This design comes from an exercise in tuning for small area on the open sky130 flow, not from production work.
The RTL was checked by simulation tests, not by an equivalence proof against the original design.
Power figures rest on the tool's default switching activity, not on a simulated workload.

== v6 ==
Design rv32i_datapath_core, start of the top module:
module rv32i_datapath_core #(
  parameter int unsigned     XLEN     = 32,
  parameter logic [XLEN-1:0] RESET_PC = '0
) (
  input  logic            clk,
  input  logic            reset_ni,
  input  logic            pc_stall,
  input  logic [XLEN-1:0] pc_next,
  output logic [XLEN-1:0] pc,
  output logic [XLEN-1:0] pc_plus4,
  input  logic            rf_we,
  input  logic [4:0]      rf_waddr,
  input  logic [XLEN-1:0] rf_wdata,
  input  logic [4:0]      rf_raddr1,
  input  logic [4:0]      rf_raddr2,
  output logic [XLEN-1:0] rf_rdata1,
  output logic [XLEN-1:0] rf_rdata2,
  input  logic [XLEN-1:0] alu_a,
  input  logic [XLEN-1:0] alu_b,
  input  logic [3:0]      alu_op,
  input  logic            alu_us,
  output logic [XLEN-1:0] alu_y,
  output logic            alu_zero
);
  localparam int unsigned NREGS = 32;
  always_ff @(posedge clk or negedge reset_ni) begin
    if (!reset_ni) begin
      pc <= RESET_PC;
    end else if (!pc_stall) begin
      pc <= pc_next;
    end
  end
  rv32i_pc_inc u_pc_inc (.pc(pc), .pc_plus4(pc_plus4));
  logic [NREGS-1:1] wsel;
  logic [NREGS-1:1] valid;
  logic [XLEN-1:0]  regs [NREGS-1:1];
  rv32i_wr_dec u_wr_dec (.we(rf_we), .waddr(rf_waddr), .wsel(wsel));
  always_ff @(posedge clk or negedge reset_ni) begin
    if (!reset_ni) begin
      valid <= '0;
    end else begin
      valid <= valid | wsel;
    end
  end
  for (genvar i = 1; i < NREGS; i++) begin : g_word
    always_ff @(posedge clk) begin
      if (wsel[i]) begin
        regs[i] <= rf_wdata;
      end
    end
  end
  logic [NREGS-1:1] rsel1, rsel2;
  logic             byp1, byp2;
  rv32i_rd_sel u_rd_sel1 (.raddr(rf_raddr1), .we(rf_we), .waddr(rf_waddr), .valid(valid),
                          .sel(rsel1), .byp(byp1));
  rv32i_rd_sel u_rd_sel2 (.raddr(rf_raddr2), .we(rf_we), .waddr(rf_waddr), .valid(valid),
                          .sel(rsel2), .byp(byp2));
  for (genvar j = 0; j < XLEN; j++) begin : g_rd
    logic [31:0] d;
    assign d[0] = rf_wdata[j];
    for (genvar i = 1; i < NREGS; i++) begin : g_d
      assign d[i] = regs[i][j];
    end
  ...
Size in the first run: roughly 2900 cells after synthesis, ~1100 flip-flops, roughly 310 I/O pins.
==> module rv32i_pc_inc, before the edit <==
module rv32i_pc_inc (
  input  logic [31:0] pc,
  output logic [31:0] pc_plus4
);
  assign pc_plus4 = {pc[31:2] + 30'd1, pc[1:0]};
endmodule
==> module rv32i_aoi21, before the edit <==
module rv32i_aoi21 (
  input  logic a1, a2, b1,
  output logic y
);
  assign y = ~((a1 & a2) | b1);
endmodule
==> module rv32i_alu_shr, before the edit <==
module rv32i_alu_shr (
  input  logic [31:0] a,
  input  logic [4:0]  sh,
  input  logic        left, fill,
  output logic [31:0] r
);
  logic [31:0] v [6];
  logic [4:0]  shn, fk;
  for (genvar i = 0; i < 32; i++) begin : g_rev
    rv32i_mux2i u_m (.a(a[i]), .b(a[31-i]), .s(left), .y(v[0][i]));
  end
  for (genvar l = 0; l < 5; l++) begin : g_st
    assign shn[l] = ~sh[l];
    assign fk[l]  = sh[l] & ((l % 2 == 0) ? ~fill : fill);
    for (genvar i = 0; i < 32; i++) begin : g_b
      if (i + (1 << l) < 32) begin : g_m
        rv32i_mux2i u_m (.a(v[l][i]), .b(v[l][i + (1 << l)]), .s(sh[l]), .y(v[l+1][i]));
      end else begin : g_f
        rv32i_aoi21 u_f (.a1(shn[l]), .a2(v[l][i]), .b1(fk[l]), .y(v[l+1][i]));
      end
    end
  end
  assign r = v[5];
endmodule
clock: 8.0 ns
lec_check: 0
cap_margin: 5
core_margin: 2
core_utilization: 40
place_density: 0.75
setup_slack_margin: 0.3
slew_margin: 5
synth_hierarchical: 1
standard.sh (not shown) runs the stock make flow with config.mk's settings and CLKGATE_MAP_FILE= SYNTH_SCRIPT=/design/flow/synth_recipe.tcl, a recipe that flattens the netlist after the stock synthesis.
==> flow/flow/run.sh <==
#!/bin/bash
# Standard ORFS layout (the standard.sh, standard synthesis unchanged) with:
# - port buffers of the smallest buffer cell instead of ORFS's default pick;
# - clock tree from clkbuf_4/clkbuf_8 with small sink clusters, without dummy
#   balancing loads.
set -euo pipefail
bash standard.sh \
  "BUFFER_PORTS_ARGS=-buffer_cell sky130_fd_sc_hd__buf_1" \
  "CTS_ARGS=-sink_clustering_enable -repair_clock_nets -dont_use_dummy_load -buf_list {sky130_fd_sc_hd__clkbuf_4 sky130_fd_sc_hd__clkbuf_8} -sink_clustering_size 16 -sink_clustering_max_diameter 50" \
  finish > standard.log 2>&1
Input changes introduced in v7 (baseline for comparison: v6):
-- flow/design.v --
<<< v6, line 64
  end
endmodule
module rv32i_pc_inc (
  input  logic [31:0] pc,
  output logic [31:0] pc_plus4
);
  assign pc_plus4 = {pc[31:2] + 30'd1, pc[1:0]};
endmodule
module rv32i_alu_add (
>>> v7, line 64
  end
endmodule
module rv32i_ha (
  input  logic a, b,
  output logic s, c
);
  assign s = a ^ b;
  assign c = a & b;
endmodule
module rv32i_pc_inc (
  input  logic [31:0] pc,
  output logic [31:0] pc_plus4
);
  logic [4:0] ao, ci;
  logic [30:2] c;
  for (genvar k = 0; k < 5; k++) begin : g_grp
    assign ao[k] = &pc[2+6*k +: 6];
  end
  assign ci[0] = 1'b1;
  for (genvar k = 1; k < 5; k++) begin : g_ci
    assign ci[k] = ci[k-1] & ao[k-1];
  end
  for (genvar k = 0; k < 5; k++) begin : g_rip
    for (genvar i = 0; i < 6; i++) begin : g_b
      localparam int B = 2 + 6*k + i;
      if (i == 0) begin : g_f
        if (k == 0) begin : g_0
          assign pc_plus4[B] = ~pc[B];
          assign c[B] = pc[B];
        end else begin : g_n
          rv32i_ha u_ha (.a(pc[B]), .b(ci[k]), .s(pc_plus4[B]), .c(c[B]));
        end
      end else if (B == 31) begin : g_t
        assign pc_plus4[B] = pc[B] ^ c[B-1];
      end else begin : g_r
        rv32i_ha u_ha (.a(pc[B]), .b(c[B-1]), .s(pc_plus4[B]), .c(c[B]));
      end
    end
  end
  assign pc_plus4[1:0] = pc[1:0];
endmodule
module rv32i_alu_add (
<<< v6, line 107
  assign y = ~(s ? b : a);
endmodule
module rv32i_aoi21 (
  input  logic a1, a2, b1,
  output logic y
);
  assign y = ~((a1 & a2) | b1);
endmodule
module rv32i_alu_shr (
>>> v7, line 140
  assign y = ~(s ? b : a);
endmodule
module rv32i_oai21 (
  input  logic a1, a2, b1,
  output logic y
);
  assign y = ~((a1 | a2) & b1);
endmodule
module rv32i_alu_shr (
<<< v6, line 120
);
  logic [31:0] v [6];
  logic [4:0]  shn, fk;
  for (genvar i = 0; i < 32; i++) begin : g_rev
    rv32i_mux2i u_m (.a(a[i]), .b(a[31-i]), .s(left), .y(v[0][i]));
  end
  for (genvar l = 0; l < 5; l++) begin : g_st
    assign shn[l] = ~sh[l];
    assign fk[l]  = sh[l] & ((l % 2 == 0) ? ~fill : fill);
    for (genvar i = 0; i < 32; i++) begin : g_b
      if (i + (1 << l) < 32) begin : g_m
        rv32i_mux2i u_m (.a(v[l][i]), .b(v[l][i + (1 << l)]), .s(sh[l]), .y(v[l+1][i]));
      end else begin : g_f
        rv32i_aoi21 u_f (.a1(shn[l]), .a2(v[l][i]), .b1(fk[l]), .y(v[l+1][i]));
      end
    end
>>> v7, line 153
);
  logic [31:0] v [6];
  logic [4:0]  fk;
  for (genvar i = 0; i < 32; i++) begin : g_rev
    rv32i_mux2i u_m (.a(a[i]), .b(a[31-i]), .s(left), .y(v[0][i]));
  end
  for (genvar l = 0; l < 5; l++) begin : g_st
    assign fk[l]  = ~(sh[l] & ((l % 2 == 0) ? fill : ~fill));
    for (genvar i = 0; i < 32; i++) begin : g_b
      if (i + (1 << l) < 32) begin : g_m
        rv32i_mux2i u_m (.a(v[l][i]), .b(v[l][i + (1 << l)]), .s(sh[l]), .y(v[l+1][i]));
      end else begin : g_f
        rv32i_oai21 u_f (.a1(sh[l]), .a2(v[l][i]), .b1(fk[l]), .y(v[l+1][i]));
      end
    end
Findings:
- Last weighted congestion value of the routability-driven placer: v7 vs v6 up 0.011
- Summary of v7 over v6: clock period minus final worst setup slack grew by 0.0036 ns, worst ir drop on vdd up 0.016 mV.
- Compare v7 and v6 | horizontal die dimension lower: v7
- Comparing v7 and v6, the higher wire length was measured on v6.
- The number of antenna violations at the first check in global routing reported for v7 is greater than that of v6 by 4.
- Clock buffer count in v7 vs v6: down 3

==> re-timing with driven ports <==
The results above use ideal ports. As a check the final layouts listed here were re-extracted and re-timed, cells and wires unchanged.
Step 1, drivers: a clkbuf_16 drives clk and a buf_2 each remaining input, both assumed.
Step 2 times the ports against the registers' clock, not the clock port: input delays grow and output delays shrink by t, the midpoint of the rising clock arrivals with the driver on.
Slacks: ideal / step 1 / step 2; pairs: ideal / step 1.
run | shift t [ns] | setup WS [ns] | worst register clock-pin slew, ns | worst data-port slew with drivers (ns) | pins driven straight from the clock port
v6 | 0.764 | 0.401 / 0.376 / 0.376 | 0.10 / 0.10 | 0.13 | 1
v7 | 0.780 | 0.397 / 0.363 / 0.363 | 0.11 / 0.11 | 0.14 | 1
After both steps setup and hold are still met in every run listed. The setup slack of v7, which loses most, moves by -0.034 ns with the drivers and by -0.034 ns with both steps.
